This is an optimization exercise on Yosys and OpenROAD, whose aim is small area and a short achievable clock period, not a production implementation.
Where RTL was checked, it was by simulation tests only, not by an equivalence proof against the original.
Power is estimated from default activity; no workload was simulated.

Setup of 12-06:
Design uart_tx_cfg, start of the top module:
module uart_tx_cfg #(
  parameter int unsigned CLK_FREQ    = 50_000_000,
  parameter int unsigned BAUD_RATE   = 115200,
  parameter int unsigned DATA_BITS   = 8,
  parameter int unsigned PARITY_MODE = 0,
  parameter int unsigned STOP_BITS   = 1,
  parameter int unsigned FIFO_DEPTH  = 256
) (
  input  logic                          CLK,
  input  logic                          RST,
  input  logic                          i_valid,
  input  logic [DATA_BITS-1:0]          i_data,
  output logic                          o_ready,
  output logic                          o_tx,
  output logic                          o_busy,
  output logic [$clog2(FIFO_DEPTH):0]   o_level
);
  localparam int unsigned TICKS = uart_pkg::calc_ticks(CLK_FREQ, BAUD_RATE);
  localparam int unsigned TW    = $clog2(TICKS);
  localparam int unsigned LW    = $clog2(FIFO_DEPTH) + 1;
  localparam int unsigned N     = FIFO_DEPTH + 1;
  localparam int unsigned PW    = $clog2(N);
  localparam logic [1:0] S_IDLE = 2'd0, S_START = 2'd1, S_DATA = 2'd2, S_STOP = 2'd3;
  logic [1:0]           state_q, state_d;
  logic [TW-1:0]        tick_q, tick_d;
  logic [2:0]           bit_q, bit_d;
  ...
==> flow/config.mk <==
export PLATFORM = sky130hd
export DESIGN_NAME = uart_tx_cfg
export DESIGN_NICKNAME = uart_tx_cfg
export VERILOG_FILES = /design/flow/design.v
export SDC_FILE = /design/flow/constraint.sdc
export NUM_CORES = 4
export LEC_CHECK = 0
export CAP_MARGIN = 20
export CORE_MARGIN = 2
export CORE_UTILIZATION = 45
export SETUP_SLACK_MARGIN = 1.8
export SLEW_MARGIN = 20
==> flow/constraint.sdc <==
create_clock -name core_clock -period 4.5 [get_ports {CLK}]
set_input_delay 0.9000 -clock core_clock [delete_from_list [all_inputs] [get_ports {CLK}]]
set_output_delay 0.9000 -clock core_clock [all_outputs]
set_load 0.01 [all_outputs]
run.sh (not shown) runs the stock make flow with config.mk's settings and CLKGATE_MAP_FILE= SYNTH_SCRIPT=/design/flow/synth_recipe.tcl, a recipe that flattens the netlist after the stock synthesis.
12-06 completed end to end with timing, DRC and antenna clean.
Here is what was changed in the inputs of 01-28 compared with 12-06.
diff --git a/flow/config.mk b/flow/config.mk
--- a/flow/config.mk
+++ b/flow/config.mk
@@ -10,3 +10,3 @@
 export CORE_UTILIZATION = 45
-export SETUP_SLACK_MARGIN = 1.8
+export SETUP_SLACK_MARGIN = 2.3
 export SLEW_MARGIN = 20
- A critical path's slowest cell of clkdlybuf4s50_1 is what 12-06 shows, while dfstp_2 belongs to 01-28.
- The switching power total in 01-28 was higher than what 12-06 gave.
- Post-CTS resize count: 01-28 > 12-06
- Compared with 12-06, in 01-28 maximum frequency shows an increase of about 15%, cell area shows an increase of 1000 um2, shortest clock period the worst path allows after layout shows a reduction of 0.34 ns, sequential portion of the cell area shows a reduction of 1.2 points, overall routing resource usage shows an increase of 0.65 points.
- Taking 12-06 as the reference point, the power share of the clock group of 01-28 falls by 0.3 points.
- Summary of 01-28 over 12-06: share of the cycle needed by the critical path after routing decreased 7.6 points, data arrival time of the critical path decreased 0.34 ns, number of nets at the end of the flow increased 19.
No run of this note included a check of the RTL's function; only the layout flow was run.

========
uart_tx_cfg, a different RTL version from the one above (not shown whole).
Size in the first run: roughly 2200 flip-flops, about 23 I/O pins, ~49000 sq um of cells after synthesis.
// uart_tx_cfg
module uart_tx_cfg #(
  parameter int unsigned CLK_FREQ    = 50_000_000,
  parameter int unsigned BAUD_RATE   = 115200,
  parameter int unsigned DATA_BITS   = 8,
  parameter int unsigned PARITY_MODE = 0,
  parameter int unsigned STOP_BITS   = 1,
  parameter int unsigned FIFO_DEPTH  = 256
) (
  input  logic                          CLK,
  input  logic                          RST,
  input  logic                          i_valid,
  input  logic [DATA_BITS-1:0]          i_data,
  output logic                          o_ready,
  output logic                          o_tx,
  output logic                          o_busy,
  output logic [$clog2(FIFO_DEPTH):0]   o_level
);
clock: 4.5 ns
lec_check: 0
cap_margin: 20
core_margin: 2
core_utilization: 70
cts_cluster_diameter: 80
cts_cluster_size: 30
setup_slack_margin: 2.5
slew_margin: 20
The starting point completed without violations.
Change:
Settings changed: CORE_UTILIZATION 70 to 65, SETUP_SLACK_MARGIN 2.5 to 2.7.
=> Wire length went up slightly; register-to-register slack gains 170 ps; synthesized cell count is unchanged; global-route usage went down by 2.1 points; die area went up by a little under a tenth; via count went up slightly.

========
run A:
Another version of the RTL of uart_tx_cfg (not shown whole).
Size: ~3200 cells after synthesis, about 23 I/O pins, ~49000 sq um of cells after synthesis.
clock: 4.5 ns
lec_check: 0
cap_margin: 20
core_margin: 2
core_utilization: 65
cts_cluster_diameter: 80
cts_cluster_size: 30
setup_slack_margin: 2.3
slew_margin: 20
Setup changes, run A to run B
- SETUP_SLACK_MARGIN: 2.3 -> 2.5
- CORE_UTILIZATION: 65 -> 75
Results
Run B did not run to completion, as it errored out during global routing (5_1_grt).
In run B the chip height turned out about 7% lower than in run A.
Relative to run A, the total placed cells including tap cells of run B is lower by about 2.8%.
Summary of run B over run A: die boundary width dropped about 7%; post-synthesis area per instance comparable.
diff inputs: run B => run C
- CORE_UTILIZATION changed from 75 to 65
==> run summary <==
- Run C completed; timing, DRC and antenna clean
- The lower number of instances in the placed design came out of run B.
- Run C: horizontal die dimension is about 7% higher than what run B reported.
- Standard cell area after detailed placement in run C is 190 sq um higher than in run B
- ~same simple-gate area share of the yosys netlist in run B and run C
- Re initial core utilization: run B was higher than run C.
- Reported for run B and run C, number of cells produced by synthesis turned out identical to the last digit.
- Comparing run B and run C, the lower post-cts resize count was measured on run C.
- Comparing run B with run C, the fraction of registers with async set or reset after synthesis came out essentially unchanged.
The following lists how run D was set up differently from run C:
- setting ABC_CLOCK_PERIOD_IN_PS to 2000 for the first time
[summary]
On die area, run C and run D are neck and neck. Taking run C as the reference, in run D hold slack did not really move, number of primary I/O pins did not really move, met3 layer wire length in the routed design did not really move, share of the synthesized area in compound gates (AO/OA/AOI/OAI) did not really move. Detailed-route vias per instance: run D vs run C identical. Diff run C..run D | met1 capacity usage during global routing | unchanged. Worst clock skew on the final layout came out exactly the same in run C and run D. Any difference in clock share of power between run C and run D is small enough to ignore. Re first-pass iteration count of the detailed router: no difference whatsoever between run D and run C. For utilization, run C and run D come out practically identical.

========
The RTL this note starts from:
==> flow/design.v <==
package uart_pkg;
  localparam int unsigned PARITY_NONE = 0;
  localparam int unsigned PARITY_ODD  = 1;
  localparam int unsigned PARITY_EVEN = 2;
  typedef enum logic [2:0] {
    IDLE,
    START,
    DATA,
    PARITY,
    STOP
  } tx_state_t;
  function automatic integer calc_ticks(input integer clk_hz, input integer baud);
    calc_ticks = clk_hz / baud;
  endfunction
  function automatic logic cfg_legal(input integer data_bits, input integer parity_mode,
                                     input integer stop_bits, input integer fifo_depth,
                                     input integer ticks);
    cfg_legal = (data_bits >= 5) && (data_bits <= 9) &&
           (parity_mode <= PARITY_EVEN) &&
           ((stop_bits == 1) || (stop_bits == 2)) &&
           (fifo_depth >= 2) && ((fifo_depth & (fifo_depth - 1)) == 0) &&
           (ticks >= 2);
  endfunction
endpackage
module uart_sync_fifo #(
  parameter int unsigned WIDTH = 8,
  parameter int unsigned N     = 257,   
  parameter int unsigned G     = 4
) (
  input  logic             clk,
  input  logic [N-1:0]     we,      
  input  logic [WIDTH-1:0] wd,      
  input  logic [WIDTH-1:0] wd_n,    
  input  logic             clean,   
  output logic [WIDTH-1:0] tap      
);
  logic [WIDTH*N-1:0] q;
  always_ff @(posedge clk)
    q[WIDTH-1:0] <= we[0] ? wd : (q[WIDTH*N-1 -: WIDTH] & {WIDTH{~clean}});
  for (genvar p = 1; p < N; p++) begin : g_pos
    if (p % G != 0) begin : g_hop
      always_ff @(posedge clk) q[WIDTH*p +: WIDTH] <= q[WIDTH*(p-1) +: WIDTH];
    end else if ((p / G) % 2 == 1) begin : g_wr0
      always_ff @(posedge clk)
        q[WIDTH*p +: WIDTH] <= ~(({WIDTH{we[p]}} & wd) | q[WIDTH*(p-1) +: WIDTH]);
    end else begin : g_wr1
      always_ff @(posedge clk)
        q[WIDTH*p +: WIDTH] <= ~(({WIDTH{~we[p]}} | wd_n) & q[WIDTH*(p-1) +: WIDTH]);
    end
  end
  assign tap = q[WIDTH*N-1 -: WIDTH];
endmodule
module uart_tx_cfg #(
  parameter int unsigned CLK_FREQ    = 50_000_000,
  parameter int unsigned BAUD_RATE   = 115200,
  parameter int unsigned DATA_BITS   = 8,
  parameter int unsigned PARITY_MODE = 0,
  parameter int unsigned STOP_BITS   = 1,
  parameter int unsigned FIFO_DEPTH  = 256
) (
  input  logic                          CLK,
  input  logic                          RST,
  input  logic                          i_valid,
  input  logic [DATA_BITS-1:0]          i_data,
  output logic                          o_ready,
  output logic                          o_tx,
  output logic                          o_busy,
  output logic [$clog2(FIFO_DEPTH):0]   o_level
);
  localparam int unsigned TICKS = uart_pkg::calc_ticks(CLK_FREQ, BAUD_RATE);
  localparam int unsigned TW    = $clog2(TICKS);
  localparam int unsigned LW    = $clog2(FIFO_DEPTH) + 1;
  localparam int unsigned N     = FIFO_DEPTH + 1;
  localparam int unsigned PW    = $clog2(N);
  localparam int unsigned G     = 4;
  localparam int unsigned GW    = $clog2(G);
  localparam logic [1:0] S_IDLE = 2'd0, S_START = 2'd1, S_DATA = 2'd2, S_STOP = 2'd3;
  logic [1:0]           state_q, state_d;
  logic [TW-1:0]        tick_q, tick_d;
  logic [2:0]           c_q, c_d;
  logic                 nb_q, nb_d, nx_q, nx_d, nxv_q, nxv_d;
  logic                 txn_q, tx_d, busy_q, busy_d;    
  logic                 te_q, kz_q;          
  logic [LW-1:0]        lvo_q;               
  logic [LW-1:0]        level_q, level_d;
  logic [G-1:0]         pend_q, pend_d;
  logic [DATA_BITS-1:0] dly_q [G-1];
  logic [DATA_BITS-1:0] wd_q, wd_d;
  logic                 wr, aligned;
  logic [PW-1:0]        k_q, k_d;    
  logic [PW-1:0]        m_q, m_d;    
  logic                 push, pop, nonempty, tick_end, want, fetch, cap, clean;
  logic                 sweep_q;
  logic [N-1:0]         we;
  logic [DATA_BITS-1:0] tap;
  function automatic logic [PW-1:0] inc_pw(input logic [PW-1:0] v);
    logic c;
    c = 1'b1;
    for (int i = 0; i < PW; i++) begin
      inc_pw[i] = v[i] ^ c;
      c         = c & v[i];
    end
  endfunction
  assign nonempty = (level_q != '0);
  assign push     = i_valid && !level_q[LW-1];
  assign tick_end = te_q;
  assign aligned = (m_q[GW-1:0] == '0);
  assign wr      = aligned && (pend_q != '0);
  always_comb begin
    logic older;
    pend_d[0] = push;
    for (int j = 1; j < G; j++) begin
      older = 1'b0;
      for (int i = j; i < G; i++) older = older | pend_q[i];
      pend_d[j] = pend_q[j-1] && !(wr && !older);
    end
    wd_d = i_data;
    for (int j = 1; j < G; j++) if (pend_d[j]) wd_d = dly_q[j-1];
  end
  assign want  = ((state_q == S_START) || ((state_q == S_DATA) && (c_q != '0))) && !nxv_q;
  assign fetch = want && kz_q;                   
  assign cap   = fetch && (c_q == 3'd7);         
  assign clean = sweep_q || cap;
  always_comb begin
    k_d = cap ? k_q : (k_q[PW-1] ? '0 : inc_pw(k_q));    
    m_d = wr ? m_q : (m_q[PW-1] ? '0 : inc_pw(m_q));
    for (int p = 0; p < N; p++) we[p] = (p % G == 0) && wr && (m_q[PW-1:GW] == (PW-GW)'(p / G));
  end
  uart_sync_fifo #(.WIDTH(DATA_BITS), .N(N), .G(G)) u_fifo (
    .clk   (CLK),
    .we    (we),
    .wd    (wd_q),
    .wd_n  (~wd_q),
    .clean (clean),
    .tap   (tap)
  );
  always_comb begin
    state_d = state_q;
    tick_d  = tick_q;
    c_d     = c_q;
    nb_d    = nb_q;
    nx_d    = fetch ? tap[c_q] : nx_q;
    nxv_d   = nxv_q || fetch;
    tx_d    = 1'b1;
    busy_d  = 1'b1;
    pop     = 1'b0;
    if (state_q != S_IDLE) tick_d = tick_end ? '0 : tick_q + TW'(1);
    case (state_q)
      S_IDLE: begin
        busy_d = 1'b0;
        if (nonempty) begin
          pop     = 1'b1;
          state_d = S_START;
          tick_d  = '0;
        end
      end
      S_START: begin
        tx_d = 1'b0;
        if (tick_end) begin
          state_d = S_DATA;
          nb_d    = nx_q;
          nxv_d   = 1'b0;
          c_d     = 3'd1;
        end
      end
      S_DATA: begin
        tx_d = nb_q;
        if (tick_end) begin
          if (c_q == '0) begin
            state_d = S_STOP;
          end else begin
            nb_d  = nx_q;
            nxv_d = 1'b0;
            c_d   = c_q + 3'd1;
          end
        end
      end
      default: begin
        if (tick_end) begin
          if (nonempty) begin
            pop     = 1'b1;
            state_d = S_START;
          end else begin
            state_d = S_IDLE;
          end
        end
      end
    endcase
  end
  always_comb begin
    logic [LW-1:0] up, dn;
    logic          c, b;
    c = 1'b1;
    b = 1'b1;
    for (int i = 0; i < LW; i++) begin
      up[i] = level_q[i] ^ c;
      dn[i] = level_q[i] ^ b;
      c     = c & level_q[i];
      b     = b & !level_q[i];
    end
    if (push) level_d = pop ? level_q : up;
    else      level_d = pop ? dn : level_q;
  end
  always_ff @(posedge CLK or negedge RST) begin
    if (!RST) begin
      state_q <= S_IDLE;
      c_q     <= '0;
      nxv_q   <= 1'b0;
      txn_q   <= 1'b0;
      lvo_q   <= '0;
      kz_q    <= 1'b1;
      busy_q  <= 1'b0;
      level_q <= '0;
      pend_q  <= '0;
      k_q     <= '0;
      m_q     <= '0;
      sweep_q <= 1'b1;
      tick_q  <= '0;
      te_q    <= 1'b0;
    end else begin
      state_q <= state_d;
      c_q     <= c_d;
      nxv_q   <= nxv_d;
      txn_q   <= !tx_d;
      lvo_q   <= level_d;
      kz_q    <= cap || k_q[PW-1];
      busy_q  <= busy_d;
      level_q <= level_d;
      pend_q  <= pend_d;
      k_q     <= k_d;
      m_q     <= m_d;
      sweep_q <= sweep_q && !k_q[PW-1];
      tick_q  <= tick_d;
      te_q    <= (tick_d == TW'(TICKS - 1));
    end
  end
  always_ff @(posedge CLK) begin
    nb_q    <= nb_d;
    nx_q    <= nx_d;
    dly_q[0] <= i_data;
    for (int j = 1; j < G - 1; j++) dly_q[j] <= dly_q[j-1];
    wd_q     <= wd_d;
  end
  assign o_tx    = !txn_q;
  assign o_busy  = busy_q;
  assign o_ready = !lvo_q[LW-1];
  assign o_level = lvo_q;
endmodule
export LEC_CHECK = 0
export CAP_MARGIN = 20
export CORE_MARGIN = 2
export CORE_UTILIZATION = 65
export CTS_CLUSTER_DIAMETER = 80
export CTS_CLUSTER_SIZE = 30
export SETUP_SLACK_MARGIN = 2.5
export SLEW_MARGIN = 20
create_clock -name core_clock -period 4.5 [get_ports {CLK}]
Change:
Settings changed: SETUP_SLACK_MARGIN 2.5 to 2.4.
Effect:
- register-to-register slack loses 0.04 ns
- global-route usage barely changes
- synthesized cell count does not change
- count of clock-buffer cells in the layout rose by 2
- area after synthesis stays the same
- worst setup slack is worse by 0.035 ns
- worst hold slack is about the same
- clock power rose slightly
- non-clock buffer count came out higher by 12
- design area came out lower slightly
- final cell count came out higher slightly
No functional check of the RTL was part of any run of this note.

-- afterwards: timing with drivers on the ports --
The flow's constraints put no driver on any port. The routed layouts listed below were extracted and timed again, unchanged, in two steps. Step 1 sets driving cells, clkbuf_16 on the clock port and buf_2 on the other inputs (assumed; they add their load-dependent delay and slew). Step 2 adds t to the input delays and takes it off the output delays; t is the mean of the earliest and latest rising clock arrival at the registers after step 1. Input paths then give back, and output paths get back, about the clock's delay inside the block. Slacks: no drivers / after step 1 / after step 2; pairs: no drivers / after step 1.
| run | t (ns) | setup slack, ns | hold WS [ns] | latest minus earliest clock arrival (ns) | cell pins on the clock port's net |
|---|---|---|---|---|---|
| 12-06 | 0.833 | 1.877 / 1.810 / 1.774 | 0.268 / 0.224 / 0.305 | 0.031 / 0.031 | 1 |
| 01-28 | 0.833 | 2.218 / 2.149 / 1.783 | 0.272 / 0.227 / 0.306 | 0.032 / 0.032 | 1 |
| the first run of note 2 | 0.730 | 2.372 / 2.298 / 1.971 | 0.311 / 0.311 / 0.311 | 0.035 / 0.035 | 1 |
| the second run of note 2 | 0.726 | 2.372 / 2.300 / 2.018 | 0.320 / 0.320 / 0.320 | 0.026 / 0.026 | 1 |
| run A | 0.714 | 2.198 / 2.131 / 2.126 | 0.318 / 0.311 / 0.318 | 0.032 / 0.032 | 1 |
| run C | 0.726 | 2.331 / 2.262 / 1.970 | 0.320 / 0.315 / 0.320 | 0.025 / 0.025 | 1 |
| run D | 0.726 | 2.331 / 2.262 / 1.970 | 0.320 / 0.315 / 0.320 | 0.025 / 0.025 | 1 |
| the first run of note 4 | 0.707 | 2.228 / 2.160 / 1.796 | 0.323 / 0.323 / 0.323 | 0.024 / 0.024 | 1 |
| the second run of note 4 | 0.721 | 2.193 / 2.193 / 1.686 | 0.320 / 0.307 / 0.320 | 0.028 / 0.028 | 1 |
After both steps every run listed still meets setup and hold. For the second run of note 4, which loses most, drivers alone change the setup slack by 0.000 ns; drivers and shift together by -0.507 ns.
